Context: an optimization exercise on an open-source flow, tuned for small area and a short achievable clock period. The choices shown serve that exercise and are no tape-out recipe.
In this exercise RTL edits were held to simulation tests only and were not proved equivalent to the original.

==> flow/design.v (outline; a module is shown in full before it is edited, if it fits) <==
// module pe_fa: 10 lines
// module pe_fma_pre: 35 lines
// module pe_fma_core: 2430 lines
// module pe_pipelined: 157 lines
module pe_pipelined #(
    parameter int unsigned W_DEPTH = 4,
    parameter int unsigned PIPE    = 2,
    localparam int unsigned ADDR_W = (W_DEPTH > 1) ? $clog2(W_DEPTH) : 1
) (
    input  logic              clk,
    input  logic              reset,
    input  logic              load_cfg,
    input  logic [2:0]        load_op,
    input  logic              load_wen,
    input  logic [ADDR_W-1:0] load_addr,
    input  logic [31:0]       load_data,
    input  logic              in_valid,
    output logic              in_ready,
    input  logic [31:0]       a,
    input  logic [31:0]       b,
    input  logic [31:0]       c,
    output logic              out_valid,
    input  logic              out_ready,
    output logic [31:0]       out_data,
    output logic              busy
);
  // ...
==> flow/flow/run.sh <==
#!/bin/bash
set -euo pipefail
export SETUP_SLACK_MARGIN=16.5
export TNS_END_PERCENT=5
export BUFFER_PORTS_ARGS="-buffer_cell sky130_fd_sc_hd__buf_1"
bash standard.sh > standard_make.log 2>&1
==> flow/standard.sh <==
#!/bin/bash
# synth_recipe.tcl (not shown) runs the flow's synth.tcl, then flattens the netlist and writes it again
# the make line also repeats each setting of config.mk as NAME=value (left out here)
make -C /OpenROAD-flow-scripts/flow DESIGN_CONFIG=/design/flow/config.mk WORK_HOME=/design/flow/orfs CLKGATE_MAP_FILE= SYNTH_SCRIPT=/design/flow/synth_recipe.tcl "${@:-finish}"
==> flow/config.mk <==
export PLATFORM = sky130hd
export DESIGN_NAME = pe_pipelined
export DESIGN_NICKNAME = pe_pipelined
export VERILOG_FILES = /design/flow/design.v
export SDC_FILE = /design/flow/constraint.sdc
export NUM_CORES = 4
export LEC_CHECK = 0
export ABC_AREA = 1
export CAP_MARGIN = 20
export CORE_MARGIN = 2
export CORE_UTILIZATION = 50
export CTS_BUF_LIST = sky130_fd_sc_hd__clkbuf_8
export CTS_CLUSTER_SIZE = 24
export SLEW_MARGIN = 20
export SYNTH_HIERARCHICAL = 1
==> flow/constraint.sdc <==
create_clock -name core_clock -period 30.0 [get_ports {clk}]
set_input_delay 6.0000 -clock core_clock [delete_from_list [all_inputs] [get_ports {clk}]]
set_output_delay 6.0000 -clock core_clock [all_outputs]
set_load 0.01 [all_outputs]
==> metrics.cfg, run 1 <==
[die]
die_x_microns = 295.6
tapCellCount = 1134
ios = 174

[setup_path]
slowest_delay_ns = 0.83
r2r-end = s1_z[7]$_DFFE_PP_
crit_type = reg -> reg

[outcome]
status = complete, no violations

[global_routing]
use_met1 = 0.5609
met2_usage = 0.6264
grt_remaining_overflow = 0
grt_start_max_net_pins = 102

[placed_design]
place_inst = 7145

[clocking]
cts_buffers = 43
cts_tree = built
cts_root_buf = clkbuf_8
htree_levels = 2

[cells_and_area]
numSequentialCells = 269
nNonClkInverters = 637
antenna_cells = 11
mostFrequentLayoutCell = nand2_1
n_clock_buffer = 43
layout_common_cells = nand2_1 (1632), nand3_1 (609), inv_1 (573)
largest_reg_flops = 128
fillers = 8245
buffers = 372
clock_area_frac = 0.01538

[synth]
synth_top_area_share = 0.1801
ys.warnings.count = 9
synth_xor_area_frac = 0.07950
yosysTopAreaCell = edfxtp_1
yosysSeqAreaShare = 0.1883
syn_inst = 6119

[detailed_routing]
met2_length_microns = 79700
wl_met1_microns = 75280

[job]
cap_violations = 0

[sta]
setup_violations = 0

==> run 2: changes to the inputs <==
==> flow/flow/run.sh (replaced) <==
#!/bin/bash
set -euo pipefail
export SETUP_SLACK_MARGIN=16.75
export TNS_END_PERCENT=5
export BUFFER_PORTS_ARGS="-buffer_cell sky130_fd_sc_hd__buf_1"
bash standard.sh > standard_make.log 2>&1
--- a/flow/config.mk
+++ b/flow/config.mk
@@ -10,6 +10,5 @@
 export CORE_MARGIN = 2
 export CORE_UTILIZATION = 50
 export CTS_BUF_LIST = sky130_fd_sc_hd__clkbuf_8
-export CTS_CLUSTER_SIZE = 24
 export SLEW_MARGIN = 20
 export SYNTH_HIERARCHICAL = 1
==> metrics.cfg, run 2 <==
[outcome]
status = complete, no violations  ; unchanged

[global_routing]
antenna_found_initial = 12  ; unchanged
grt_pass1_wl_microns = 271500  ; was 271100 microns
grt_remaining_overflow = 0  ; unchanged
grt_start_max_net_pins = 102  ; unchanged
grt.total_usage = 0.4179  ; was 0.4174
grt_pass1_vias = 42090  ; was 42050

[clocking]
cts_sinks = 269  ; unchanged
htree_levels = 2  ; unchanged
cts_root_buf = clkbuf_8  ; unchanged
cts_tree = built  ; unchanged
clk_pin_slew_ns = 0.06  ; about the same
cts_buffers = 43  ; unchanged
cts_buffer_depth = 3  ; unchanged
insertion_delay_ns = 0.61  ; was 0.62 ns
hold_buffers = 0  ; unchanged

[cells_and_area]
syn2layout_area_growth_pct = 11.17  ; was 10.01%
layout_common_cells = nand2_1 (1630), nand3_1 (607), inv_1 (568)  ; was nand2_1 (1632), nand3_1 (609), inv_1 (573)
reg.largest.list = wbank: 128 flops, dat: 32 flops, s1_z: 32 flops  ; unchanged
drive_gt1_frac = 0.1144  ; was 0.1048
top_register = wbank  ; unchanged
mostFrequentLayoutCell = nand2_1  ; unchanged
final_core_util = 0.5632  ; was 0.5573
finalNetCount = 6790  ; was 6770
fin_cells = 7366  ; was 7347
largest_reg_flops = 128  ; unchanged

[synth]
yosys-top-cells-area = edfxtp_1 (18%), fa_1 (15%), nand2_1 (15%)  ; unchanged
yosys_most_used_dff = edfxtp_1  ; unchanged
synth_top_area_share = 0.1801  ; unchanged
ys_seq_elements = 269  ; unchanged
syn_area_per_cell_sq_um = 6.950  ; unchanged
synth_edf_count = 255  ; unchanged
synthTopCellsByCount = nand2_1 (1656), nand3_1 (618), inv_1 (576)  ; unchanged
ys_types = 73  ; unchanged
synth_most_common_cell = nand2_1  ; unchanged
ys_async_sr_fraction = 0.05204  ; unchanged
ys.warnings.count = 9  ; unchanged
syn_inst = 6119  ; unchanged
yosysTopAreaCell = edfxtp_1  ; unchanged
yosysSeqAreaShare = 0.1883  ; unchanged
syn_area_sq_um = 42530  ; unchanged

[setup_path]
cp-end-kind = flop  ; unchanged
crit_arrival_ns = 13.24  ; was 13.41 ns
r2r_slack_ns = 17.10  ; was 16.92 ns
cp_max_fo = 28  ; was 24
required_ns = 30.34  ; was 30.33 ns
crit_path_top_delay_cell = fa_2  ; was inv_1
cpLargestDelayFamily = simple AND/OR/NAND/NOR gates  ; unchanged
crit_type = reg -> reg  ; unchanged
slowest_delay_ns = 0.62  ; was 0.83 ns
cp_common_cell = nand2_1  ; unchanged
cp-start-kind = flop  ; unchanged
worst-path-buf-inv = 15  ; was 11

[job]
cap_violations = 0  ; unchanged

[sta]
setup_violations = 0  ; unchanged
fin_worst_skew_ns = 0.03087  ; was 0.03523 ns
fmax_mhz = 77.52  ; was 76.43 MHz
rsz0062_at_grt = false  ; unchanged
hold_viol_final = 0  ; unchanged
worst_pin_slew_ns = 1.071  ; was 1.122 ns
fin_setup_tns_ns = 0  ; unchanged
fin_crit_ns = 12.90  ; was 13.08 ns
drv_slew = 0  ; unchanged
post-route-period-util = 0.4300  ; was 0.4361
slew_headroom = 0.2854  ; was 0.2513

[detailed_routing]
drc = 0  ; unchanged
drt_iter0_drc = 5715  ; was 5751
num_vias = 45780  ; was 45460
ant_nets = 0  ; unchanged
via_per_inst = 6.215  ; was 6.188
routed_wirelength_microns = 189700  ; was 189000 microns
dr.pass1.iters = 9  ; was 8
wl_per_cell_microns = 25.75  ; was 25.73 microns

[die]
start_util = 0.5066  ; unchanged
ios = 174  ; unchanged
die_h_microns = 295.6  ; unchanged
row_count = 106  ; unchanged
core_area_sq_um = 83950  ; unchanged
die_x_microns = 295.6  ; unchanged
dieArea_sq_um = 87400  ; unchanged

[min_path]
hp-class = reg -> reg  ; unchanged

[placed_design]
io_buffers = 173  ; unchanged
place_inst = 7145  ; unchanged
place_hpwl_microns = 142000  ; unchanged
place.gp.congestion = 1.061  ; unchanged

-- run 2: changes by cell type in the layout (fill, tap and decap cells not counted), sizes merged --
cell / before / now
clkinvlp: 23 / 25
bufbuf: 3 / 5
clkbuf: 52 / 53
diode: 11 / 10
clkinv: 24 / 25
inv: 618 / 616
buf: 360 / 376
-- run 2: area by class of cell --
type                            count  area [sq um]
Multi-Input combinational cell   4853         31540
Inverter                          626          2509
Sequential cell                   269          8011
Tap cell                         1134          1419
Clock inverter                     28         127.6
Timing Repair Buffer              391          2954
Timing Repair inverter             12         106.4
Fill cell                        8215         36670
Clock buffer                       43         591.8
Antenna cell                       10         25.02
-- run 2: tightest hold or removal path, cell delays in order (launching register included) --
cell and delay, ns:
dfrtp_1 0.32, inv_1 0.05, o21ai_0 0.06
-- run 2: repair_timing --
| item | CTS | global route |
|---|---|---|
| buffers inserted | 38 | 70 |
| endpoints found under the setup margin | 62 | 62 |
| pin swaps | 11 | 90 |
| gates resized for setup | 147 | 249 |
| cloned | 19 | 11 |
-- run 2: path summary, 6_finish.rpt --
path                                              end  cells past startpoint             startpoint
worst max-delay path               s1_z[14]$_DFFE_PP_                     74     s1_my[1]$_DFFE_PP_
min in group asynchronous              busy$_DFF_PP0_                      2                  reset
worst max register to register     s1_z[14]$_DFFE_PP_                     74     s1_my[1]$_DFFE_PP_
worst min register to register  wvalid[3]$_DFFE_PP0P_                      2  wvalid[3]$_DFFE_PP0P_
worst min-delay path            wvalid[3]$_DFFE_PP0P_                      2  wvalid[3]$_DFFE_PP0P_
max in group asynchronous         wptr[0]$_DFFE_PP0P_                      2                  reset
-- run 2: kinds of logic after synthesis --
kind of cell               Yosys count  synth area share
xor gates and xnor gates           386           0.07950
AOI/OAI and AO/OA                  876            0.1218
and+or+nand+nor                   3122            0.3214
other                                1        0.00008818
DFF                                269            0.1883
muxes                                6          0.001412
adders and majority gates          455            0.1895
buffers and inverters             1004           0.09803
-- run 2: Yosys stat by module (local to each module, per instance) --
module,cells inside,area (sq um),flip-flops and latches
pe_pipelined,1097,11490,269
pe_fma_core,4504,23580,0
pe_fa,1,20.02,0
pe_fma_pre,207,1227,0
-- run 2: layer usage --
layer,GRT usage,vias to the layer above,part of all wire,wire length (microns)
met2,0.6261,3072,0.42,80480
met5,0,-,0.00013,25
met4,0.2058,4,0.059,11150
li1,-,20310,-,-
met1,0.5638,21840,0.39,74680
met3,0.1018,555,0.12,23310
-- run 2: through the flow --
stage          hold WS [ns]  instance area, sq um  setup slack, ns
4_1_cts              0.4674                 45460            16.75
2_1_floorplan        0.4274                 42550            17.59
6_report             0.4634                 47280            17.10
3_3_place_gp         0.4453                 43590            14.22
3_5_place_dp         0.4518                 43620            14.55
5_1_grt              0.4962                 47270            16.66
==> run 3: changes to the inputs <==
==> flow/flow/run.sh (replaced) <==
#!/bin/bash
set -euo pipefail
export SETUP_SLACK_MARGIN=17.25
export TNS_END_PERCENT=5
export BUFFER_PORTS_ARGS="-buffer_cell sky130_fd_sc_hd__buf_1"
bash standard.sh > standard_make.log 2>&1
==> metrics.cfg, run 3 <==
[synth]
yosys-top-cells-area = edfxtp_1 (18%), fa_1 (15%), nand2_1 (15%)  ; unchanged
yosys_most_used_dff = edfxtp_1  ; unchanged
yosysSeqAreaShare = 0.1883  ; unchanged
ys_async_sr_fraction = 0.05204  ; unchanged
syn_area_sq_um = 42530  ; unchanged
synth_most_common_cell = nand2_1  ; unchanged
syn_inst = 6119  ; unchanged
syn_area_per_cell_sq_um = 6.950  ; unchanged
ys_types = 73  ; unchanged
synthTopCellsByCount = nand2_1 (1656), nand3_1 (618), inv_1 (576)  ; unchanged
synth_edf_count = 255  ; unchanged
ys.warnings.count = 9  ; unchanged
synth_top_area_share = 0.1801  ; unchanged
ys_seq_elements = 269  ; unchanged
yosysTopAreaCell = edfxtp_1  ; unchanged

[setup_path]
cp-end-kind = output pin  ; was flop
cp_max_fo = 9  ; was 28
crit_type = in -> out  ; was reg -> reg
r2r-end = s1_z[7]$_DFFE_PP_  ; was s1_z[14]$_DFFE_PP_
startpoint = load_cfg  ; was s1_my[1]$_DFFE_PP_
r2r_cells = 71  ; was 74
crit_end = in_ready  ; was s1_z[14]$_DFFE_PP_
regToRegStartpoint = s1_mx[5]$_DFFE_PP_  ; was s1_my[1]$_DFFE_PP_
required_ns = 24.00  ; was 30.34 ns
crit_arrival_ns = 6.64  ; was 13.24 ns
r2r_slack_ns = 17.58  ; was 17.10 ns
cp-start-kind = input pin  ; was flop

[job]
cap_violations = 0  ; unchanged

[clocking]
cts_sinks = 269  ; unchanged
cts_buffers = 43  ; unchanged
hold_buffers = 0  ; unchanged
cts_tree = built  ; unchanged
cts_root_buf = clkbuf_8  ; unchanged
clk_pin_slew_ns = 0.06  ; about the same
htree_levels = 2  ; unchanged
cts_buffer_depth = 3  ; unchanged
insertion_delay_ns = 0.61  ; about the same

[global_routing]
grt_pass1_wl_microns = 273000  ; was 271500 microns
grt_pass1_vias = 42420  ; was 42090
grt_remaining_overflow = 0  ; unchanged
antenna_found_initial = 14  ; was 12
grt.total_usage = 0.4204  ; was 0.4179
grt_start_max_net_pins = 102  ; unchanged

[detailed_routing]
drc = 0  ; unchanged
routed_wirelength_microns = 191300  ; was 189700 microns
drt_iter0_drc = 5768  ; was 5715
wl_per_cell_microns = 25.75  ; about the same
via_per_inst = 6.180  ; was 6.215
num_vias = 45910  ; was 45780
dr.pass1.iters = 8  ; was 9
ant_nets = 0  ; unchanged

[die]
dieArea_sq_um = 87400  ; unchanged
die_h_microns = 295.6  ; unchanged
ios = 174  ; unchanged
start_util = 0.5066  ; unchanged
die_x_microns = 295.6  ; unchanged
row_count = 106  ; unchanged
core_area_sq_um = 83950  ; unchanged

[outcome]
status = complete, no violations  ; unchanged

[cells_and_area]
drive_gt1_frac = 0.1417  ; was 0.1144
mostFrequentLayoutCell = nand2_1  ; unchanged
top_register = wbank  ; unchanged
final_core_util = 0.5792  ; was 0.5632
syn2layout_area_growth_pct = 14.34  ; was 11.17%
largest_reg_flops = 128  ; unchanged
fillers = 8050  ; was 8215
finalNetCount = 6851  ; was 6790
layout_common_cells = nand2_1 (1606), nand3_1 (596), inv_1 (561)  ; was nand2_1 (1630), nand3_1 (607), inv_1 (568)
stdcell_area_sq_um = 48630  ; was 47280 sq um
reg.largest.list = wbank: 128 flops, dat: 32 flops, s1_z: 32 flops  ; unchanged

[sta]
drv_slew = 0  ; unchanged
fin_crit_ns = 12.64  ; was 12.90 ns
fin_worst_skew_ns = 0.03272  ; was 0.03087 ns
post-route-period-util = 0.4214  ; was 0.4300
setup_violations = 0  ; unchanged
fin_setup_tns_ns = 0  ; unchanged
worst_pin_slew_ns = 0.9949  ; was 1.071 ns
fmax_mhz = 79.10  ; was 77.52 MHz
hold_viol_final = 0  ; unchanged
slew_headroom = 0.3326  ; was 0.2854
rsz0062_at_grt = true  ; was false

[placed_design]
place.gp.congestion = 1.061  ; unchanged
placed_area_sq_um = 43620  ; unchanged
place_hpwl_microns = 142000  ; unchanged
io_buffers = 173  ; unchanged

[min_path]
hp-class = reg -> reg  ; unchanged

## run 3: critical path, stage by stage
cell	delay (ns)
clkbuf_2	0.17
nor2_1	0.13
nand2_1	0.11
inv_1	0.09
buf_1	0.15
## run 3: per-stage QoR
stage	setup slack (ns)	std cells	hold slack (ns)
floorplan	17.59	6124	0.4274
global placement	14.22	7144	0.4453
detailed placement	14.55	7145	0.4518
CTS	17.25	7297	0.4674
global route	17.03	7425	0.4962
finish	17.36	7428	0.4627
## run 3: layout make-up
| type | instances | area, sq um | area share |
|---|---|---|---|
| Multi-Input combinational cell | 4853 | 32220 | 0.6627 |
| Timing Repair Buffer | 453 | 3592 | 0.07387 |
| Inverter | 626 | 2534 | 0.05211 |
| Clock inverter | 28 | 127.6 | 0.002625 |
| Antenna cell | 11 | 27.53 | 0.0005661 |
| Sequential cell | 269 | 8011 | 0.1648 |
| Clock buffer | 43 | 591.8 | 0.01217 |
| Timing Repair inverter | 11 | 97.59 | 0.002007 |
| Tap cell | 1134 | 1419 | 0.02918 |
## run 3: modules after synthesis, one instance, submodules excluded
| module | times used | flops+latches | area, sq um |
|---|---|---|---|
| pe_pipelined | 1 | 269 | 11490 |
| pe_fma_core | 1 | 0 | 23580 |
| pe_fa | 311 | 0 | 20.02 |
| pe_fma_pre | 1 | 0 | 1227 |
## run 3: per-layer routing
layer	track usage	up-vias	part of all wire
li1	-	20430	-
met5	0	-	0.000068
met4	0.2100	2	0.062
met3	0.1026	613	0.12
met1	0.5660	21690	0.39
met2	0.6294	3175	0.42
## run 3: logic make-up after synthesis
logic type	share of synthesized area
other cells	0.00008818
xor+xnor	0.07950
compound gates	0.1218
flops	0.1883
fa+ha+maj	0.1895
buf+inv	0.09803
mux	0.001412
simple gates	0.3214
## run 3: how the worst min path moves through the flow
| stage | from | endpoint | slack (ns) | depth (start not counted) |
|---|---|---|---|---|
| after floorplan | wvalid[0]$_DFFE_PP0P_ | wvalid[0]$_DFFE_PP0P_ | 0.43 | 2 |
| final | wvalid[3]$_DFFE_PP0P_ | wvalid[3]$_DFFE_PP0P_ | 0.46 | 2 |
| after CTS | wvalid[3]$_DFFE_PP0P_ | wvalid[3]$_DFFE_PP0P_ | 0.47 | 2 |
| after global routing | wvalid[1]$_DFFE_PP0P_ | wvalid[1]$_DFFE_PP0P_ | 0.50 | 2 |
| after detailed placement | wvalid[3]$_DFFE_PP0P_ | wvalid[3]$_DFFE_PP0P_ | 0.45 | 2 |
| after global placement | wvalid[3]$_DFFE_PP0P_ | wvalid[3]$_DFFE_PP0P_ | 0.45 | 2 |
## run 3: timing repair
item,CTS,global route
cloned,22,12
hold endpoints to repair,0,0
pin swaps,50,172
resized for setup,240,331
buffers inserted,59,106
setup endpoints to repair,62,63
==> run 4: changes to the inputs <==
==> flow/flow/run.sh (replaced) <==
#!/bin/bash
set -euo pipefail
export SETUP_SLACK_MARGIN=17.75
export TNS_END_PERCENT=5
export BUFFER_PORTS_ARGS="-buffer_cell sky130_fd_sc_hd__buf_1"
bash standard.sh > standard_make.log 2>&1
==> metrics.cfg, run 4 <==
[synth]
yosysTopAreaCell = edfxtp_1  ; unchanged
synthTopCellsByCount = nand2_1 (1656), nand3_1 (618), inv_1 (576)  ; unchanged
ys_seq_elements = 269  ; unchanged
syn_area_sq_um = 42530  ; unchanged
synth_most_common_cell = nand2_1  ; unchanged
yosysSeqAreaShare = 0.1883  ; unchanged
ys_types = 73  ; unchanged
yosys_most_used_dff = edfxtp_1  ; unchanged
synth_edf_count = 255  ; unchanged
ys.warnings.count = 9  ; unchanged
syn_area_per_cell_sq_um = 6.950  ; unchanged
syn_inst = 6119  ; unchanged
ys_async_sr_fraction = 0.05204  ; unchanged
yosys-top-cells-area = edfxtp_1 (18%), fa_1 (15%), nand2_1 (15%)  ; unchanged
synth_top_area_share = 0.1801  ; unchanged

[placed_design]
dp_slack_ns = 14.66  ; was 14.55 ns
place_hpwl_microns = 142700  ; was 142000 microns
io_buffers = 173  ; unchanged
place.gp.congestion = 1.062  ; was 1.061
placed_area_sq_um = 43540  ; was 43620 sq um
place_inst = 7135  ; was 7145

[setup_path]
crit_path_top_delay_cell = buf_6  ; was clkbuf_2
r2r-end = s1_z[15]$_DFFE_PP_  ; was s1_z[7]$_DFFE_PP_
cpLargestDelayFamily = buffers and inverters  ; unchanged
crit_type = in -> out  ; unchanged
worst-path-buf-inv = 4  ; was 3
r2r_cells = 75  ; was 71
slowest_delay_ns = 0.11  ; was 0.17 ns
r2r_slack_ns = 17.62  ; was 17.58 ns
regToRegStartpoint = s1_my[9]$_DFFE_PP_  ; was s1_mx[5]$_DFFE_PP_
crit_arrival_ns = 6.46  ; was 6.64 ns
cp-start-kind = input pin  ; unchanged
required_ns = 24.00  ; about the same
cp_max_fo = 2  ; was 9
cp-end-kind = output pin  ; unchanged
path_cells = buf_1, inv_2, nand2_2, nand2_2, inv_2, buf_6  ; was clkbuf_2, nor2_1, nand2_1, inv_1, buf_1

[global_routing]
grt_start_max_net_pins = 81  ; was 102
grt_pass1_wl_microns = 282400  ; was 273000 microns
grt_remaining_overflow = 0  ; unchanged
grt.total_usage = 0.4376  ; was 0.4204
grt_pass1_vias = 43010  ; was 42420
antenna_found_initial = 19  ; was 14

[sta]
worst_pin_slew_ns = 1.090  ; was 0.9949 ns
fin_crit_ns = 12.46  ; was 12.64 ns
post-route-period-util = 0.4153  ; was 0.4214
fin_worst_skew_ns = 0.03965  ; was 0.03272 ns
setup_violations = 0  ; unchanged
timing.final.ws_setup_ns = 17.54  ; was 17.36 ns
slew_headroom = 0.2707  ; was 0.3326
hold_viol_final = 0  ; unchanged
rsz0062_at_grt = true  ; unchanged
fmax_mhz = 80.26  ; was 79.10 MHz
fin_setup_tns_ns = 0  ; unchanged
drv_slew = 0  ; unchanged
hold_ws_ns = 0.4606  ; was 0.4627 ns

[clocking]
cts_buffer_depth = 3  ; unchanged
cts_sinks = 269  ; unchanged
cts_root_buf = clkbuf_8  ; unchanged
clk_pin_slew_ns = 0.06  ; about the same
cts_buffers = 43  ; unchanged
cts_tree = built  ; unchanged
hold_buffers = 0  ; unchanged
htree_levels = 2  ; unchanged
insertion_delay_ns = 0.60  ; was 0.61 ns

[detailed_routing]
highest_layer = met5  ; unchanged
wl_met3_microns = 28300  ; was 23880 microns
drc = 0  ; unchanged
wl_per_cell_microns = 26.83  ; was 25.75 microns
met2_length_microns = 83840  ; was 80690 microns
routed_wirelength_microns = 203900  ; was 191300 microns
dr.pass1.iters = 6  ; was 8
num_vias = 47370  ; was 45910
via_per_inst = 6.234  ; was 6.180
ant_nets = 0  ; unchanged
wl_met1_microns = 75890  ; was 74810 microns
drt_iter0_drc = 6541  ; was 5768

[die]
row_count = 106  ; unchanged
start_util = 0.5066  ; unchanged
core_area_sq_um = 83950  ; unchanged
die_x_microns = 295.6  ; unchanged
die_h_microns = 295.6  ; unchanged
dieArea_sq_um = 87400  ; unchanged
ios = 174  ; unchanged

[cells_and_area]
finalNetCount = 7010  ; was 6851
mostFrequentLayoutCell = nand2_1  ; unchanged
syn2layout_area_growth_pct = 20.57  ; was 14.34%
drive_gt1_frac = 0.1930  ; was 0.1417
stdcell_area_sq_um = 51280  ; was 48630 sq um
layout_common_cells = nand2_1 (1543), nand3_1 (573), inv_1 (532)  ; was nand2_1 (1606), nand3_1 (596), inv_1 (561)
fin_cells = 7598  ; was 7428
largest_reg_flops = 128  ; unchanged
reg.largest.list = wbank: 128 flops, dat: 32 flops, s1_z: 32 flops  ; unchanged
top_register = wbank  ; unchanged

[min_path]
holdCritStartpoint = wvalid[2]$_DFFE_PP0P_  ; was wvalid[3]$_DFFE_PP0P_
hold_path_depth = 2  ; unchanged
holdPathEnd = wvalid[2]$_DFFE_PP0P_  ; was wvalid[3]$_DFFE_PP0P_
hp-class = reg -> reg  ; unchanged

[job]
cap_violations = 0  ; unchanged

[outcome]
status = complete, no violations  ; unchanged

## run 4: worst register-to-register path: cells and delay by family (launching register included)
kind                       cells  cell delay, ns
DFF                            1            0.40
adders and majority gates      8            3.40
and+or+nand+nor               42            4.43
buffers and inverters         15            2.15
xor gates and xnor gates       2            0.39
AOI/OAI and AO/OA              8            1.35
## run 4: worst max path at each step
stage | startpoint | end | slack, ns | cells past startpoint
global placement | s1_my[1]$_DFFE_PP_ | s1_z[1]$_DFFE_PP_ | 14.75 | 71
detailed placement | s1_my[21]$_DFFE_PP_ | s1_z[14]$_DFFE_PP_ | 14.66 | 74
global route | s1_my[9]$_DFFE_PP_ | s1_z[26]$_DFFE_PP_ | 17.27 | 69
CTS | out_ready | in_ready | 17.59 | 6
floorplan | load_cfg | in_ready | 17.65 | 4
finish | out_ready | in_ready | 17.54 | 6
## run 4: routing by layer
metal,vias up,track usage
li1,20800,-
met1,22200,0.5733
met2,3542,0.6392
met3,809,0.1231
met4,12,0.2677
met5,-,0
## run 4: final cells by class
class / count / area (sq um)
fill: 7869 / 32680
tap: 1134 / 1419
antenna: 17 / 42.54
clock buffer: 44 / 605.6
multi-input combinational: 4857 / 33210
timing repair buffer: 592 / 4977
sequential: 269 / 8011
inverter: 626 / 2585
timing repair inverter: 27 / 226.5
clock inverter: 32 / 198.9
## run 4: through the flow
| step | util |
|---|---|
| after floorplan | - |
| after global placement | 0.5186 |
| after detailed placement | 0.5186 |
| after CTS | 0.5654 |
| after global routing | 0.6107 |
| final | 0.6108 |
## run 4: cell families after synthesis
logic type | count (synthesis) | synth area share
adders and majority gates | 455 | 0.1895
other | 1 | 0.00008818
xor gates and xnor gates | 386 | 0.07950
DFF | 269 | 0.1883
muxes | 6 | 0.001412
buffers and inverters | 1004 | 0.09803
and+or+nand+nor | 3122 | 0.3214
AOI/OAI and AO/OA | 876 | 0.1218
## run 4: per-module statistics from Yosys (local to each module, per instance)
module | times used | area (sq um)
pe_pipelined | 1 | 11490
pe_fma_pre | 1 | 1227
pe_fa | 311 | 20.02
pe_fma_core | 1 | 23580
## run 4: timing repair
action	4_1_cts	5_1_grt
setup buffers	153	158
pin swaps	77	244
gates resized for setup	344	529
hold endpoints to repair	0	0
setup endpoints to repair	63	139
cloned	36	22
==> run 5: changes to the inputs <==
==> flow/flow/run.sh (replaced) <==
#!/bin/bash
set -euo pipefail
export SETUP_SLACK_MARGIN=18.25
export TNS_END_PERCENT=5
export BUFFER_PORTS_ARGS="-buffer_cell sky130_fd_sc_hd__buf_1"
bash standard.sh > standard_make.log 2>&1
==> metrics.cfg, run 5 <==
[synth]
ys.warnings.count = 9  ; unchanged
syn_area_per_cell_sq_um = 6.950  ; unchanged
yosysSeqAreaShare = 0.1883  ; unchanged
yosysTopAreaCell = edfxtp_1  ; unchanged
synth_top_area_share = 0.1801  ; unchanged
ys_seq_elements = 269  ; unchanged
synthTopCellsByCount = nand2_1 (1656), nand3_1 (618), inv_1 (576)  ; unchanged
synth_most_common_cell = nand2_1  ; unchanged
synth_edf_count = 255  ; unchanged
syn_area_sq_um = 42530  ; unchanged
yosys-top-cells-area = edfxtp_1 (18%), fa_1 (15%), nand2_1 (15%)  ; unchanged
ys_async_sr_fraction = 0.05204  ; unchanged
yosys_most_used_dff = edfxtp_1  ; unchanged
syn_inst = 6119  ; unchanged
ys_types = 73  ; unchanged

[sta]
hold_ws_ns = 0.4564  ; was 0.4606 ns
fmax_mhz = 79.66  ; was 80.26 MHz
worst_pin_slew_ns = 1.069  ; was 1.090 ns
rsz0062_at_grt = true  ; unchanged
drv_slew = 0  ; unchanged
fin_worst_skew_ns = 0.03657  ; was 0.03965 ns
fin_setup_tns_ns = 0  ; unchanged
post-route-period-util = 0.4184  ; was 0.4153
setup_violations = 0  ; unchanged
slew_headroom = 0.2846  ; was 0.2707
fin_crit_ns = 12.55  ; was 12.46 ns
timing.final.ws_setup_ns = 17.45  ; was 17.54 ns
hold_viol_final = 0  ; unchanged

[placed_design]
io_buffers = 173  ; unchanged
place.gp.congestion = 1.062  ; unchanged
dp_slack_ns = 14.66  ; unchanged
place_hpwl_microns = 142700  ; unchanged
placed_area_sq_um = 43540  ; unchanged

[global_routing]
antenna_found_initial = 17  ; was 19
grt_pass1_wl_microns = 287400  ; was 282400 microns
grt_remaining_overflow = 0  ; unchanged
met2_usage = 0.6496  ; was 0.6392
grt_use_met3 = 0.1366  ; was 0.1231
grt_start_max_net_pins = 81  ; unchanged
grt_pass1_vias = 43770  ; was 43010
use_met1 = 0.5767  ; was 0.5733
grt_most_used_layer = met2  ; unchanged
grt.total_usage = 0.4457  ; was 0.4376

[setup_path]
cp-start-kind = input pin  ; unchanged
crit_path_top_delay_cell = buf_6  ; unchanged
slowest_delay_ns = 0.66  ; was 0.11 ns
required_ns = 30.51  ; was 24.00 ns
crit_type = in -> reg  ; was in -> out
cp_common_cell = buf_4
cp-end-kind = flop  ; was output pin
crit_arrival_ns = 13.07  ; was 6.46 ns
cp_max_fo = 75  ; was 2

[clocking]
insertion_delay_ns = 0.60  ; about the same
cts_root_buf = clkbuf_8  ; unchanged
clk_pin_slew_ns = 0.07  ; was 0.06 ns
hold_buffers = 0  ; unchanged
cts_sinks = 269  ; unchanged
htree_levels = 2  ; unchanged
cts_tree = built  ; unchanged
cts_buffer_depth = 3  ; unchanged
cts_buffers = 43  ; unchanged

[cells_and_area]
largest_reg_flops = 128  ; unchanged
fillers = 7944  ; was 7869
reg.largest.list = wbank: 128 flops, dat: 32 flops, s1_z: 32 flops  ; unchanged
drive_gt1_frac = 0.1765  ; was 0.1930
mostFrequentLayoutCell = nand2_1  ; unchanged
stdcell_area_sq_um = 50560  ; was 51280 sq um
top_register = wbank  ; unchanged
layout_common_cells = nand2_1 (1573), nand3_1 (586), inv_1 (540)  ; was nand2_1 (1543), nand3_1 (573), inv_1 (532)
finalNetCount = 6998  ; was 7010
final_core_util = 0.6022  ; was 0.6108
syn2layout_area_growth_pct = 18.89  ; was 20.57%

[detailed_routing]
wl_per_cell_microns = 26.70  ; was 26.83 microns
via_per_inst = 6.248  ; was 6.234
drc = 0  ; unchanged
num_vias = 47390  ; was 47370
routed_wirelength_microns = 202500  ; was 203900 microns
drt_iter0_drc = 6460  ; was 6541
dr.pass1.iters = 9  ; was 6
ant_nets = 0  ; unchanged

[min_path]
hp-class = reg -> reg  ; unchanged

[die]
die_h_microns = 295.6  ; unchanged
ios = 174  ; unchanged
dieArea_sq_um = 87400  ; unchanged
start_util = 0.5066  ; unchanged
row_count = 106  ; unchanged
die_x_microns = 295.6  ; unchanged
core_area_sq_um = 83950  ; unchanged

[job]
cap_violations = 0  ; unchanged

[outcome]
status = complete, no violations  ; unchanged

-- run 5: cell types whose count changed in the layout (fill, tap and decap cells not counted), sizes merged --
cell / change
diode: -1
bufbuf: +4
clkinv: +1
clkbuf: -5
buf: -8
inv: +2
clkinvlp: -6
-- run 5: cell families (layout without fill, tap and decap cells) --
kind of cell / after synthesis / in the layout / share of synthesized area
muxes: 6 / 6 / 0.001412
AOI/OAI and AO/OA: 876 / 878 / 0.1218
other: 1 / 22 / 0.00008818
and+or+nand+nor: 3122 / 3126 / 0.3214
buffers and inverters: 1004 / 1309 / 0.09803
adders and majority gates: 455 / 455 / 0.1895
xor gates and xnor gates: 386 / 386 / 0.07950
DFF: 269 / 269 / 0.1883
-- run 5: final cells by class --
| type | count | area [sq um] | share of cell area |
|---|---|---|---|
| clock inverter | 32 | 198.9 | 0.003935 |
| antenna | 16 | 40.04 | 0.0007919 |
| clock buffer | 44 | 605.6 | 0.01198 |
| tap | 1134 | 1419 | 0.02806 |
| sequential | 269 | 8011 | 0.1585 |
| multi-input combinational | 4857 | 32690 | 0.6465 |
| inverter | 626 | 2552 | 0.05048 |
| timing repair inverter | 24 | 219.0 | 0.004331 |
| timing repair buffer | 583 | 4826 | 0.09545 |
-- run 5: path summary, 6_finish.rpt --
path	to	slack [ns]	startpoint	cells after the start
max	wptr[0]$_DFFE_PP0P_	17.45	out_ready	51
min	wvalid[2]$_DFFE_PP0P_	0.46	wvalid[2]$_DFFE_PP0P_	2
max reg2reg	s1_z[15]$_DFFE_PP_	17.56	s1_my[9]$_DFFE_PP_	75
min reg2reg	wvalid[2]$_DFFE_PP0P_	0.46	wvalid[2]$_DFFE_PP0P_	2
max in group asynchronous	wptr[0]$_DFFE_PP0P_	24.05	reset	2
min in group asynchronous	busy$_DFF_PP0_	5.46	reset	2
-- run 5: through the flow --
stage,instances
4_1_cts,7484
2_1_floorplan,6124
3_5_place_dp,7135
6_report,7585
3_3_place_gp,7135
5_1_grt,7583
-- run 5: routing by layer --
layer | up-vias | routed length, microns
met2 | 3545 | 83210
met3 | 846 | 27680
li1 | 20760 | -
met5 | - | 35
met4 | 6 | 16150
met1 | 22230 | 75430
-- run 5: Yosys stat by module, one instance, submodules excluded --
module	flip-flops and latches	area [sq um]	times used	cells inside
pe_pipelined	269	11490	1	1097
pe_fa	0	20.02	311	1
pe_fma_pre	0	1227	1	207
pe_fma_core	0	23580	1	4504
-- run 5: worst max-delay path, delay by kind of cell --
family / cells / cell delay, ns
simple gates: 6 / 1.02
buf+inv: 45 / 6.03
-- run 5: what timing repair did --
action,in CTS,in global routing
gates cloned,45,10
pin swaps,157,163
setup endpoints to repair,63,161
gates resized for setup,504,218
buffers inserted,228,74
==> run 6: changes to the inputs <==
==> flow/flow/run.sh (replaced) <==
#!/bin/bash
set -euo pipefail
export SETUP_SLACK_MARGIN=16.5
export TNS_END_PERCENT=5
export BUFFER_PORTS_ARGS="-buffer_cell sky130_fd_sc_hd__buf_1"
bash standard.sh > standard_make.log 2>&1
--- a/flow/config.mk
+++ b/flow/config.mk
@@ -6,9 +6,9 @@
 export NUM_CORES = 4
 export LEC_CHECK = 0
 export ABC_AREA = 1
-export CAP_MARGIN = 20
+export CAP_MARGIN = 10
 export CORE_MARGIN = 2
 export CORE_UTILIZATION = 50
 export CTS_BUF_LIST = sky130_fd_sc_hd__clkbuf_8
-export SLEW_MARGIN = 20
+export SLEW_MARGIN = 10
 export SYNTH_HIERARCHICAL = 1
==> metrics.cfg, run 6 <==
[cells_and_area]
fillers = 8300  ; was 7944
layout_common_cells = nand2_1 (1633), nand3_1 (609), inv_1 (571)  ; was nand2_1 (1573), nand3_1 (586), inv_1 (540)
final_core_util = 0.5552  ; was 0.6022
drive_gt1_frac = 0.1020  ; was 0.1765
largest_reg_flops = 128  ; unchanged
mostFrequentLayoutCell = nand2_1  ; unchanged
syn2layout_area_growth_pct = 9.606  ; was 18.89%
top_register = wbank  ; unchanged
fin_cells = 7344  ; was 7585
finalNetCount = 6756  ; was 6998
reg.largest.list = wbank: 128 flops, dat: 32 flops, s1_z: 32 flops  ; unchanged

[sta]
fmax_mhz = 76.18  ; was 79.66 MHz
setup_violations = 0  ; unchanged
fin_setup_tns_ns = 0  ; unchanged
fin_worst_skew_ns = 0.05676  ; was 0.03657 ns
post-route-period-util = 0.4376  ; was 0.4184
hold_viol_final = 0  ; unchanged
fin_crit_ns = 13.13  ; was 12.55 ns
drv_slew = 0  ; unchanged
rsz0062_at_grt = false  ; was true
worst_pin_slew_ns = 1.154  ; was 1.069 ns
hold_ws_ns = 0.4717  ; was 0.4564 ns
slew_headroom = 0.2291  ; was 0.2846

[synth]
synth_most_common_cell = nand2_1  ; unchanged
synthTopCellsByCount = nand2_1 (1656), nand3_1 (618), inv_1 (576)  ; unchanged
syn_area_per_cell_sq_um = 6.950  ; unchanged
syn_area_sq_um = 42530  ; unchanged
yosysTopAreaCell = edfxtp_1  ; unchanged
synth_top_area_share = 0.1801  ; unchanged
yosys-top-cells-area = edfxtp_1 (18%), fa_1 (15%), nand2_1 (15%)  ; unchanged
ys_types = 73  ; unchanged
yosys_most_used_dff = edfxtp_1  ; unchanged
syn_inst = 6119  ; unchanged
yosysSeqAreaShare = 0.1883  ; unchanged
synth_edf_count = 255  ; unchanged
ys_seq_elements = 269  ; unchanged
ys.warnings.count = 9  ; unchanged
ys_async_sr_fraction = 0.05204  ; unchanged

[clocking]
htree_levels = 2  ; unchanged
cts_sinks = 269  ; unchanged
insertion_delay_ns = 0.61  ; was 0.60 ns
hold_buffers = 0  ; unchanged
cts_buffer_depth = 3  ; unchanged
cts_buffers = 44  ; was 43
cts_tree = built  ; unchanged
cts_root_buf = clkbuf_8  ; unchanged
clk_pin_slew_ns = 0.06  ; was 0.07 ns

[setup_path]
cp-start-kind = flop  ; was input pin
cp_max_fo = 28  ; was 75
required_ns = 30.28  ; was 30.51 ns
r2r_cells = 74  ; was 75
crit_path_top_delay_cell = fa_1  ; was buf_6
r2r_slack_ns = 16.87  ; was 17.56 ns
cp_common_cell = nand2_1  ; was buf_4
r2r-end = s1_z[7]$_DFFE_PP_  ; was s1_z[15]$_DFFE_PP_
crit_type = reg -> reg  ; was in -> reg
regToRegStartpoint = s1_my[19]$_DFFE_PP_  ; was s1_my[9]$_DFFE_PP_
cp-end-kind = flop  ; unchanged
crit_arrival_ns = 13.41  ; was 13.07 ns
slowest_delay_ns = 0.59  ; was 0.66 ns

[detailed_routing]
drt_iter0_drc = 5634  ; was 6460
wl_per_cell_microns = 25.61  ; was 26.70 microns
dr.pass1.iters = 8  ; was 9
drc = 0  ; unchanged
routed_wirelength_microns = 188000  ; was 202500 microns
num_vias = 45260  ; was 47390
via_per_inst = 6.163  ; was 6.248
ant_nets = 0  ; unchanged

[job]
cap_violations = 0  ; unchanged

[die]
dieArea_sq_um = 87400  ; unchanged
row_count = 106  ; unchanged
core_area_sq_um = 83950  ; unchanged
die_h_microns = 295.6  ; unchanged
start_util = 0.5066  ; unchanged
ios = 174  ; unchanged
die_x_microns = 295.6  ; unchanged

[global_routing]
antenna_found_initial = 16  ; was 17
grt_pass1_wl_microns = 271100  ; was 287400 microns
grt_start_max_net_pins = 102  ; was 81
grt.total_usage = 0.4166  ; was 0.4457
grt_remaining_overflow = 0  ; unchanged
grt_pass1_vias = 42120  ; was 43770

[placed_design]
place.gp.congestion = 1.061  ; was 1.062
place_hpwl_microns = 141900  ; was 142700 microns
io_buffers = 173  ; unchanged
place_inst = 7144  ; was 7135

[outcome]
status = complete, no violations  ; unchanged

[min_path]
hold_path_depth = 2  ; unchanged
hp-class = reg -> reg  ; unchanged
holdCritStartpoint = wvalid[3]$_DFFE_PP0P_  ; was wvalid[2]$_DFFE_PP0P_
holdPathEnd = wvalid[3]$_DFFE_PP0P_  ; was wvalid[2]$_DFFE_PP0P_

-- run 6: logic make-up after synthesis --
group | after synthesis | share of synthesized area
AOI/OAI and AO/OA | 876 | 0.1218
xor gates and xnor gates | 386 | 0.07950
adders and majority gates | 455 | 0.1895
buffers and inverters | 1004 | 0.09803
DFF | 269 | 0.1883
muxes | 6 | 0.001412
other | 1 | 0.00008818
and+or+nand+nor | 3122 | 0.3214
-- run 6: per-stage QoR --
| step | instance area, sq um | worst slack [ns] |
|---|---|---|
| 6_report | 46610 | 16.87 |
| 5_1_grt | 46600 | 16.41 |
| 4_1_cts | 45380 | 16.51 |
| 3_5_place_dp | 43590 | 14.20 |
| 3_3_place_gp | 43590 | 14.22 |
| 2_1_floorplan | 42550 | 17.59 |
-- run 6: final cells by class --
cell class                 instances  area (sq um)  share of cell area
multi-input combinational       4853         31250              0.6704
clock buffer                      45         619.3             0.01329
sequential                       269          8011              0.1719
tap                             1134          1419             0.03044
timing repair buffer             356          2530             0.05428
timing repair inverter            12         98.84            0.002121
clock inverter                    36         180.2            0.003865
inverter                         626          2474             0.05307
antenna                           13         32.53           0.0006979
-- run 6: timing repair --
item,CTS,global route
cloned,16,9
buffers inserted,34,47
gates resized for setup,138,174
pin swaps,11,52
setup endpoints to repair,62,62
-- run 6: modules after synthesis (local to each module, per instance) --
module / cells / copies in the design / area (sq um)
pe_fma_core: 4504 / 1 / 23580
pe_pipelined: 1097 / 1 / 11490
pe_fa: 1 / 311 / 20.02
pe_fma_pre: 207 / 1 / 1227
-- run 6: worst max-delay path by stage --
stage / startpoint / to / slack, ns / cells after the start
floorplan: load_cfg / in_ready / 17.59 / 4
finish: s1_my[19]$_DFFE_PP_ / s1_z[7]$_DFFE_PP_ / 16.87 / 74
detailed placement: s1_z[23]$_DFFE_PP_ / s1_z[5]$_DFFE_PP_ / 14.20 / 82
global placement: s1_z[23]$_DFFE_PP_ / s1_z[5]$_DFFE_PP_ / 14.22 / 82
CTS: s1_my[3]$_DFFE_PP_ / s1_z[7]$_DFFE_PP_ / 16.51 / 78
global route: s1_my[3]$_DFFE_PP_ / s1_z[7]$_DFFE_PP_ / 16.41 / 76
-- run 6: critical path, delay by kind of cell, from the launching register on --
kind | cells | cell delay, ns
adder cells (fa/ha/maj) | 8 | 3.70
AO/OA/AOI/OAI | 11 | 1.75
flip-flops | 1 | 0.43
buffers and inverters | 14 | 1.87
XOR/XNOR | 2 | 0.39
AND/OR/NAND/NOR | 39 | 4.56
-- run 6: metal layers --
metal  global-route usage  vias up  share of wire  wire length (microns)
met5                    0        -        0.00022                     42
li1                     -    20270              -                      -
met3               0.1070      588           0.12                  23110
met1               0.5611    21420           0.39                  74180
met2               0.6136     2985           0.42                  78840
met4               0.2211        6          0.063                  11880
==> run 7: changes to the inputs <==
==> flow/flow/run.sh (replaced) <==
#!/bin/bash
set -euo pipefail
export SETUP_SLACK_MARGIN=17.25
export TNS_END_PERCENT=5
export BUFFER_PORTS_ARGS="-buffer_cell sky130_fd_sc_hd__buf_2"
bash standard.sh > standard_make.log 2>&1
--- a/flow/config.mk
+++ b/flow/config.mk
@@ -6,9 +6,9 @@
 export NUM_CORES = 4
 export LEC_CHECK = 0
 export ABC_AREA = 1
-export CAP_MARGIN = 10
+export CAP_MARGIN = 20
 export CORE_MARGIN = 2
 export CORE_UTILIZATION = 50
 export CTS_BUF_LIST = sky130_fd_sc_hd__clkbuf_8
-export SLEW_MARGIN = 10
+export SLEW_MARGIN = 20
 export SYNTH_HIERARCHICAL = 1
==> metrics.cfg, run 7 <==
[setup_path]
r2r-end = s1_z[27]$_DFFE_PP_  ; was s1_z[7]$_DFFE_PP_
r2r_slack_ns = 17.40  ; was 16.87 ns
worst-path-buf-inv = 4  ; was 14
slowest_delay_ns = 0.14  ; was 0.59 ns
cp-start-kind = input pin  ; was flop
path_cells = buf_2, inv_1, nand2_1, nand2_1, inv_1, buf_2
required_ns = 24.00  ; was 30.28 ns
cp.depth = 6  ; was 74
crit_arrival_ns = 6.64  ; was 13.41 ns
crit_path_top_delay_cell = nand2_1  ; was fa_1
cpLargestDelayFamily = buffers and inverters  ; was simple AND/OR/NAND/NOR gates
regToRegStartpoint = s1_my[19]$_DFFE_PP_  ; unchanged
cp-end-kind = output pin  ; was flop
crit_type = in -> out  ; was reg -> reg
r2r_cells = 60  ; was 74
cp_max_fo = 4  ; was 28

[clocking]
cts_tree = built  ; unchanged
cts_buffer_depth = 3  ; unchanged
cts_root_buf = clkbuf_8  ; unchanged
htree_levels = 2  ; unchanged
insertion_delay_ns = 0.62  ; was 0.61 ns
clk_pin_slew_ns = 0.06  ; about the same
cts_buffers = 45  ; was 44
cts_sinks = 269  ; unchanged
hold_buffers = 0  ; unchanged

[die]
die_h_microns = 295.6  ; unchanged
core_area_sq_um = 83950  ; unchanged
start_util = 0.5066  ; unchanged
ios = 174  ; unchanged
row_count = 106  ; unchanged
die_x_microns = 295.6  ; unchanged
dieArea_sq_um = 87400  ; unchanged

[synth]
ys.warnings.count = 9  ; unchanged
yosys.area_share.adder = 0.1895  ; unchanged
syn_area_sq_um = 42530  ; unchanged
synth_xor_area_frac = 0.07950  ; unchanged
yosys-top-cells-area = edfxtp_1 (18%), fa_1 (15%), nand2_1 (15%)  ; unchanged
synth_mux_area_frac = 0.001412  ; unchanged
ys_async_sr_fraction = 0.05204  ; unchanged
syn_inst = 6119  ; unchanged
yosysTopAreaCell = edfxtp_1  ; unchanged
ys_types = 73  ; unchanged
synth-compound-area-share = 0.1218  ; unchanged
synth_edf_count = 255  ; unchanged
syn_area_per_cell_sq_um = 6.950  ; unchanged
synth_top_area_share = 0.1801  ; unchanged
yosys_most_used_dff = edfxtp_1  ; unchanged
synth_most_common_cell = nand2_1  ; unchanged
ys_seq_elements = 269  ; unchanged
yosys.area_share.simple = 0.3214  ; unchanged
synth_top_family_by_area = simple AND/OR/NAND/NOR gates  ; unchanged
yosysSeqAreaShare = 0.1883  ; unchanged
synthTopCellsByCount = nand2_1 (1656), nand3_1 (618), inv_1 (576)  ; unchanged

[cells_and_area]
mostFrequentLayoutCell = nand2_1  ; unchanged
layout_common_cells = nand2_1 (1608), nand3_1 (598), inv_1 (545)  ; was nand2_1 (1633), nand3_1 (609), inv_1 (571)
largest_reg_flops = 128  ; unchanged
drive_gt1_frac = 0.1759  ; was 0.1020
top_register = wbank  ; unchanged
ff_latch_area_sq_um = 8011  ; unchanged
fillers = 8056  ; was 8300
reg.largest.list = wbank: 128 flops, dat: 32 flops, s1_z: 32 flops  ; unchanged
syn2layout_area_growth_pct = 16.39  ; was 9.606%
finalNetCount = 6878  ; was 6756
multi_input_area_sq_um = 32410  ; was 31250 sq um

[global_routing]
grt_pass1_vias = 42290  ; was 42120
grt_pass1_wl_microns = 275400  ; was 271100 microns
grt_remaining_overflow = 0  ; unchanged
grt_start_max_net_pins = 102  ; unchanged
antenna_found_initial = 26  ; was 16
grt.total_usage = 0.4256  ; was 0.4166

[sta]
fmax_mhz = 79.10  ; was 76.18 MHz
fin_setup_tns_ns = 0  ; unchanged
post-route-period-util = 0.4214  ; was 0.4376
setup_violations = 0  ; unchanged
drv_slew = 0  ; unchanged
fin_crit_ns = 12.64  ; was 13.13 ns
worst_pin_slew_ns = 1.025  ; was 1.154 ns
hold_viol_final = 0  ; unchanged
fin_worst_skew_ns = 0.03038  ; was 0.05676 ns
rsz0062_at_grt = true  ; was false
slew_headroom = 0.3162  ; was 0.2291

[min_path]
holdCritStartpoint = wvalid[0]$_DFFE_PP0P_  ; was wvalid[3]$_DFFE_PP0P_
holdPathEnd = wvalid[0]$_DFFE_PP0P_  ; was wvalid[3]$_DFFE_PP0P_
hold_path_depth = 2  ; unchanged
hp-class = reg -> reg  ; unchanged

[placed_design]
io_buffers = 173  ; unchanged
place_hpwl_microns = 142500  ; was 141900 microns
place.gp.congestion = 1.083  ; was 1.061

[detailed_routing]
wl_met1_microns = 75680  ; was 74180 microns
wl_met3_microns = 25230  ; was 23110 microns
drt_iter0_drc = 6474  ; was 5634
dr.pass1.iters = 8  ; unchanged
routed_wirelength_microns = 196900  ; was 188000 microns
num_vias = 46790  ; was 45260
met2_length_microns = 82330  ; was 78840 microns
drc = 0  ; unchanged
ant_nets = 0  ; unchanged
wl_per_cell_microns = 26.35  ; was 25.61 microns
highest_layer = met5  ; unchanged
via_per_inst = 6.262  ; was 6.163

[job]
cap_violations = 0  ; unchanged

[outcome]
status = complete, no violations  ; unchanged

run 7: area by class of cell:
cell class	count	area share
well taps	1134	0.02866
clock inverters	38	0.006092
multi-input cells	4856	0.6547
diodes	17	0.0008594
repair inverters	17	0.002806
inverters	626	0.05184
flip-flops and latches	269	0.1619
clock buffers	46	0.01279
repair buffers	469	0.08041
run 7: cell families (layout without fill, tap and decap cells):
kind of cell    after synthesis  after routing
compound gates              876            879
mux                           6              6
buf+inv                    1004           1196
xor+xnor                    386            386
fa+ha+maj                   455            455
simple gates               3122           3124
other cells                   1             23
flops                       269            269
run 7: tightest hold or removal path: cells and delay by family (launching register included):
| family | cells | cell delay (ns) |
|---|---|---|
| flops | 1 | 0.32 |
| compound gates | 1 | 0.06 |
| buf+inv | 1 | 0.05 |
run 7: per-layer routing:
layer / track usage / vias to the layer above
li1: - / 20510
met1: 0.5717 / 22090
met2: 0.6400 / 3422
met3: 0.09923 / 746
met4: 0.2179 / 14
met5: 0 / -
run 7: how the worst max path moves through the flow:
stage	from	end	slack, ns
finish	out_ready	in_ready	17.36
global route	s1_my[11]$_DFFE_PP_	s1_z[0]$_DFFE_PP_	16.97
CTS	s1_z[23]$_DFFE_PP_	s1_z[11]$_DFFE_PP_	17.24
detailed placement	s1_z[23]$_DFFE_PP_	s1_z[4]$_DFFE_PP_	14.17
global placement	s1_z[24]$_DFFE_PP_	s1_z[4]$_DFFE_PP_	14.17
floorplan	load_cfg	in_ready	17.59
run 7: stage by stage:
step	hold slack (ns)	area (sq um)	worst slack [ns]	cells	utilization
after floorplan	0.4274	42550	17.59	6124	-
after global placement	0.4433	43730	14.17	7131	0.5209
after detailed placement	0.4482	43760	14.17	7132	0.5212
after CTS	0.4621	46300	17.24	7296	0.5515
after global routing	0.4855	49490	16.97	7469	0.5895
final	0.4620	49500	17.36	7472	0.5896
run 7: repair_timing:
item / in CTS / in global routing
cloned: 22 / 21
setup endpoints to repair: 62 / 62
hold endpoints to repair: 0 / 0
buffers inserted: 58 / 134
pin swaps: 25 / 161
resized for setup: 216 / 391
run 7: per-module statistics from Yosys (local to each module, per instance):
module        cell area (sq um)  times used  cells inside
pe_fma_core               23580           1          4504
pe_pipelined              11490           1          1097
pe_fma_pre                 1227           1           207
pe_fa                     20.02         311             1

[separate check: timing with driven ports]
The results above use ideal ports. As a check the final layouts listed here were re-extracted and re-timed, cells and wires unchanged. Step 1 sets driving cells, clkbuf_16 on the clock port and buf_2 on the other inputs (assumed; they add their load-dependent delay and slew). Step 2 times the ports against the registers' clock, not the clock port: input delays grow and output delays shrink by t, the midpoint of the rising clock arrivals with the driver on. Three values: ideal, step 1, step 2; two values: the first two.
| run | t (ns) | setup WS [ns] | worst hold slack (ns) | worst slew at a driven data input, ns |
|---|---|---|---|---|
| run 1 | 0.656 | 16.917 / 16.917 / 16.917 | 0.463 / 0.463 / 0.463 | 0.10 |
| run 2 | 0.653 | 17.101 / 17.101 / 17.101 | 0.463 / 0.463 / 0.463 | 0.11 |
| run 3 | 0.651 | 17.358 / 17.335 / 17.335 | 0.463 / 0.463 / 0.463 | 0.10 |
| run 4 | 0.640 | 17.540 / 17.520 / 16.950 | 0.461 / 0.461 / 0.461 | 0.12 |
| run 5 | 0.637 | 17.447 / 17.465 / 16.827 | 0.456 / 0.456 / 0.456 | 0.12 |
| run 6 | 0.641 | 16.873 / 16.873 / 16.873 | 0.472 / 0.472 / 0.472 | 0.11 |
| run 7 | 0.663 | 17.357 / 17.339 / 17.339 | 0.462 / 0.462 / 0.462 | 0.10 |
After both steps every run listed still meets setup and hold. For run 5, which loses most, drivers alone change the setup slack by +0.018 ns; drivers and shift together by -0.620 ns.
